Context: an optimization exercise on an open-source flow, tuned for small area, a short achievable clock period and few clock cycles. The choices shown serve that exercise and are no tape-out recipe.
At most, simulation tests tie the RTL to the original design; equivalence was not proved.
Power is estimated from default activity; no workload was simulated.

P:
==> flow/design.v (excerpt) <==
module tensor_axis_permute_addresses_top #(
   parameter int RANK_LIMIT = 4,
   parameter int AXIS_BITS  = 8,
   parameter int VALUE_BITS = 32
) (
   input  logic        clock,
   input  logic        reset,
   input  logic        req_valid,
   output logic        req_ready,
   input  logic [31:0] req_element_value,
   output logic        rsp_valid,
   input  logic        rsp_ready,
   output logic [31:0] rsp_dest_address,
   output logic [31:0] rsp_moved_value,
   output logic        rsp_final_element,
   input  logic        csr_valid,
   output logic        csr_ready,
   input  logic [1:0]  csr_index,
   input  logic [31:0] csr_data
);
==> flow/config.mk <==
export PLATFORM = sky130hd
export DESIGN_NAME = tensor_axis_permute_addresses_top
export DESIGN_NICKNAME = tensor_axis_permute_addresses_top
export VERILOG_FILES = /design/flow/design.v
export SDC_FILE = /design/flow/constraint.sdc
export NUM_CORES = 4
export LEC_CHECK = 0
export ABC_CLOCK_PERIOD_IN_PS = 2800
export CAP_MARGIN = 20
export CORE_MARGIN = 2
export CORE_UTILIZATION = 55
export CTS_BUF_LIST = sky130_fd_sc_hd__clkbuf_16
export CTS_CLUSTER_DIAMETER = 120
export CTS_CLUSTER_SIZE = 25
export PLACE_DENSITY = 0.7
export SETUP_SLACK_MARGIN = 3.8
export SLEW_MARGIN = 20
==> flow/constraint.sdc <==
create_clock -name core_clock -period 7.0 [get_ports {clock}]
set_input_delay 1.4000 -clock core_clock [delete_from_list [all_inputs] [get_ports {clock}]]
set_output_delay 1.4000 -clock core_clock [all_outputs]
set_load 0.01 [all_outputs]
run.sh (not shown) runs the stock make flow with config.mk's settings and CLKGATE_MAP_FILE= SYNTH_SCRIPT=/design/flow/synth_recipe.tcl, a recipe that flattens the netlist after the stock synthesis.
P closes out successfully: all stages finished, all timing, DRC and antenna checks passed.
Testbench counts of P, summed over its fixed seeds: cycles 13,044.
#### Input delta (Q over P)
Settings: CTS_CLUSTER_DIAMETER removed (was 120); CTS_CLUSTER_SIZE changed from 25 to 30; CTS_BUF_LIST changed from sky130_fd_sc_hd__clkbuf_16 to sky130_fd_sc_hd__clkbuf_8.
==> run summary <==
- Logic depth of the worst setup path including buffers down 11 in Q wrt P
- Re sequential share of layout area: Q and P aren't equal, and the lower value belongs to Q.
- In Q, the final-layout clock buffer total came out 57 above the value in P.
- Between P and Q, the flow reports post-route non-filler standard cell count increasing by a few percent.
- Diff Q and P: mean number of vias per cell lower in Q
- Going from P to Q, highest clock rate now sits higher, routed length on met1 now sits higher, worst setup slack now sits higher.
- Comparing slew at the pin closest to its max-slew limit for Q and P, the smaller number came from P.
- Looking at critical path required time, Q sits below P.
diff inputs: Q => R
Settings: an added CTS_CLUSTER_DIAMETER of 120; a change of CTS_CLUSTER_SIZE from 30 to 16.
Findings:
- Delta (R minus Q): non-clock buffer count now sits lower; cell count now sits lower; maximum frequency now sits at about the same level.
Edits applied to the flow inputs when going from R to S:
Settings: CTS_CLUSTER_DIAMETER: 120 -> 100; CTS_CLUSTER_SIZE: 16 -> 12.
## What came out
- Having completed the whole flow, S delivered a layout that passed the timing, design-rule and antenna checks.
- In S, reg-to-reg setup timing slack is lower than in R.
- Delta (S minus R): post-cts resize count up about 11%, part of the power in the clock network up 2.9 points, via count up about 0.9%.
- For final max-slew violation count, R and S come out practically identical.
- ~same depth of the worst hold-timing path in R and S
- Compared with R, S shows a global-route usage that is 0.51 points higher.
- Lower post-route worst setup slack goes to R over S.
- S vs. R: total area of sequential cells roughly the same; layout clock buffer count higher.

* * *

run A:
tensor_axis_permute_addresses_top, a different RTL version from the one above (not shown whole).
For scale: ~2,100 cells after synthesis, ~440 flip-flops, ~140 I/O pins, ~23,000 um2 of cells after synthesis.
Settings: LEC_CHECK=0, ABC_CLOCK_PERIOD_IN_PS=2800, CAP_MARGIN=20, CORE_MARGIN=2, CORE_UTILIZATION=55, CTS_BUF_LIST=sky130_fd_sc_hd__clkbuf_8, CTS_CLUSTER_SIZE=30, PLACE_DENSITY=0.7, SETUP_SLACK_MARGIN=3.8, SLEW_MARGIN=20; clock period 7.0 ns.
standard.sh (not shown) runs the stock make flow with config.mk's settings and CLKGATE_MAP_FILE= SYNTH_SCRIPT=/design/flow/synth_recipe.tcl, a recipe that flattens the netlist after the stock synthesis.
==> flow/flow/run.sh <==
#!/bin/bash
# Standard layout, with plain buffers (instead of delay buffers) on the ports.
cp standard.sh standard.sh.txt 2>/dev/null
export BUFFER_PORTS_ARGS="-buffer_cell sky130_fd_sc_hd__buf_2"
bash standard.sh > standard.log 2>&1
Run A went all the way through synthesis, placement and routing and the layout is clean on timing, DRC and antenna.
Testbench counts of run A, summed over its fixed seeds: cycles 13,044.
What run B does differently from run A at the input level:
- a deleted CTS_BUF_LIST that had been sky130_fd_sc_hd__clkbuf_8
- a change of CORE_UTILIZATION from 55 to 40
- a change of PLACE_DENSITY from 0.7 to 0.6
- a deleted CTS_CLUSTER_SIZE that had been 30
==> flow/run.sh (new file) <==
#!/bin/bash
# synth_recipe.tcl (not shown) runs the flow's synth.tcl, then flattens the netlist and writes it again
# the make line also repeats each setting of config.mk as NAME=value (left out here)
make -C /OpenROAD-flow-scripts/flow DESIGN_CONFIG=/design/flow/config.mk WORK_HOME=/design/flow/orfs CLKGATE_MAP_FILE= SYNTH_SCRIPT=/design/flow/synth_recipe.tcl finish
removed: flow/flow/run.sh
removed: flow/standard.sh
Notes after the runs:
Relative to run A, power after layout increased by 0.21 mW in run B. Clock-buffer cell count: run B vs run A down about 17%. Setup slack of the worst register-to-register path in run B is 20 ps higher than in run A. When run B is set beside run A, its post-place setup slack turns out to be 54 ps larger. Routed wire length delta for run B relative to run A: about 3.4% higher. Run B ended up with a lower static power due to leakage than run A did.
diff inputs: run B => run C
- CORE_UTILIZATION now 55, was 40
- PLACE_DENSITY now 0.7, was 0.6
- CTS_BUF_LIST now sky130_fd_sc_hd__clkbuf_8, previously not set
- CTS_CLUSTER_SIZE now 30, previously not set
==> run summary <==
Looking at die area, run C sits 16,000 um2 lower than run B does.
Relative to run B, length of routed met3 wiring has increased by about 4.5% in run C.
Final core utilization for run C is higher than for run B.
On relative area change from synthesis to final layout: between run C and run B, it ends up lower for run C.

* * *

## exp/yarrow
tensor_axis_permute_addresses_top, a different RTL version from the one above (not shown whole).
Size in the first run: about 2,600 cells after synthesis, roughly 440 flip-flops, roughly 26,000 sq um of cells after synthesis.
make LEC_CHECK=0 ABC_CLOCK_PERIOD_IN_PS=2800 CAP_MARGIN=20 CORE_MARGIN=2 CORE_UTILIZATION=40 PLACE_DENSITY=0.6 SETUP_SLACK_MARGIN=3.75 SLEW_MARGIN=20 finish   # period 7.0 ns
run.sh (not shown) runs the stock make flow with config.mk's settings and CLKGATE_MAP_FILE= SYNTH_SCRIPT=/design/flow/synth_recipe.tcl, a recipe that flattens the netlist after the stock synthesis.
Stock flow here: none of the scripts above is used.
--- input diff exp/yarrow..exp/harbor ---
Settings: changing SETUP_SLACK_MARGIN from 3.75 to 4.3.
Findings:
In summary, exp/yarrow completed successfully, with a layout that passed the timing, design-rule and antenna checks.
exp/harbor did not stop at any stage, and its layout met the timing, design-rule and antenna checks.
Of exp/harbor and exp/yarrow, it is exp/harbor that has the lower smallest hold slack.
exp/harbor against exp/yarrow: area overhead of the layout relative to synthesis climbed 16 points, arrival time reported for the critical path endpoint fell by 0.02 ns.
The wire length in exp/harbor sits about 12% above the value recorded for exp/yarrow.
exp/harbor -> exp/yarrow: flip-flop and latch count delta 0, exact match
Power: exp/harbor draws more than exp/yarrow
There was hardly any difference in sequential fraction of the synthesis area between exp/yarrow and exp/harbor.
Input changes introduced in exp/amber (baseline for comparison: exp/harbor):
Settings: SETUP_SLACK_MARGIN now 3.7, was 4.3; PLACE_DENSITY now 0.7, was 0.6; CORE_UTILIZATION now 55, was 40; TNS_END_PERCENT now 10, previously not set.
Results
- Critical path data arrival time ends up higher on exp/amber.
- Taking exp/harbor as 1.0, exp/amber lands at 0.875 on cell count.
- Summary of exp/amber over exp/harbor: number of cell rows went down by 15%, fraction of met2 tracks used by global routing went up by 12 points, detailed-routed wire length on met3 went down by 1900 microns, wire length of the first global-routing pass went down by 10%.
- When the final numbers for exp/harbor and exp/amber were put side by side, the post-cts resize count turned out to be greater in exp/harbor.
- Portion of the layout cell area used by clock cells: exp/amber > exp/harbor
- Compared with exp/harbor, exp/amber shows a lower setup slack.
Function was not checked in any run of this note: the RTL went through the layout flow alone.

## re-timing with driven ports
The results above use ideal ports. As a check the final layouts listed here were re-extracted and re-timed, cells and wires unchanged. Step 1: set_driving_cell puts a clkbuf_16 on clock and a buf_2 on each other input, an assumption about the parent block. Step 2 also shifts input and output timing later by t, the mid clock arrival at the registers, as if the neighbouring blocks saw the same clock. a / b / c = no drivers / after step 1 / after step 2; a / b = the first two.
| run | shift t [ns] | setup slack, ns | worst setup path at the end | cell pins on the clock port's net |
|---|---|---|---|---|
| P | 0.591 | 3.736 / 3.771 / 3.180 | input to register | 1 |
| Q | 0.664 | 3.802 / 3.781 / 3.239 | input to register | 1 |
| R | 0.696 | 3.797 / 3.776 / 3.269 | input to register | 1 |
| S | 0.670 | 3.803 / 3.782 / 3.295 | input to register | 1 |
| run A | 0.676 | 3.762 / 3.722 / 3.242 | input to register | 1 |
| run B | 0.649 | 3.793 / 3.762 / 3.414 | input to register | 1 |
| run C | 0.690 | 3.800 / 3.767 / 3.375 | input to register | 1 |
| exp/yarrow | 0.665 | 3.703 / 3.672 / 3.160 | input to register | 1 |
| exp/harbor | 0.661 | 3.725 / 3.694 / 3.517 | input to register | 1 |
| exp/amber | 0.655 | 3.582 / 3.616 / 2.967 | input to register | 1 |
After both steps every run listed still meets setup and hold. The setup slack of exp/amber, which loses most, moves by +0.034 ns with the drivers and by -0.615 ns with both steps.
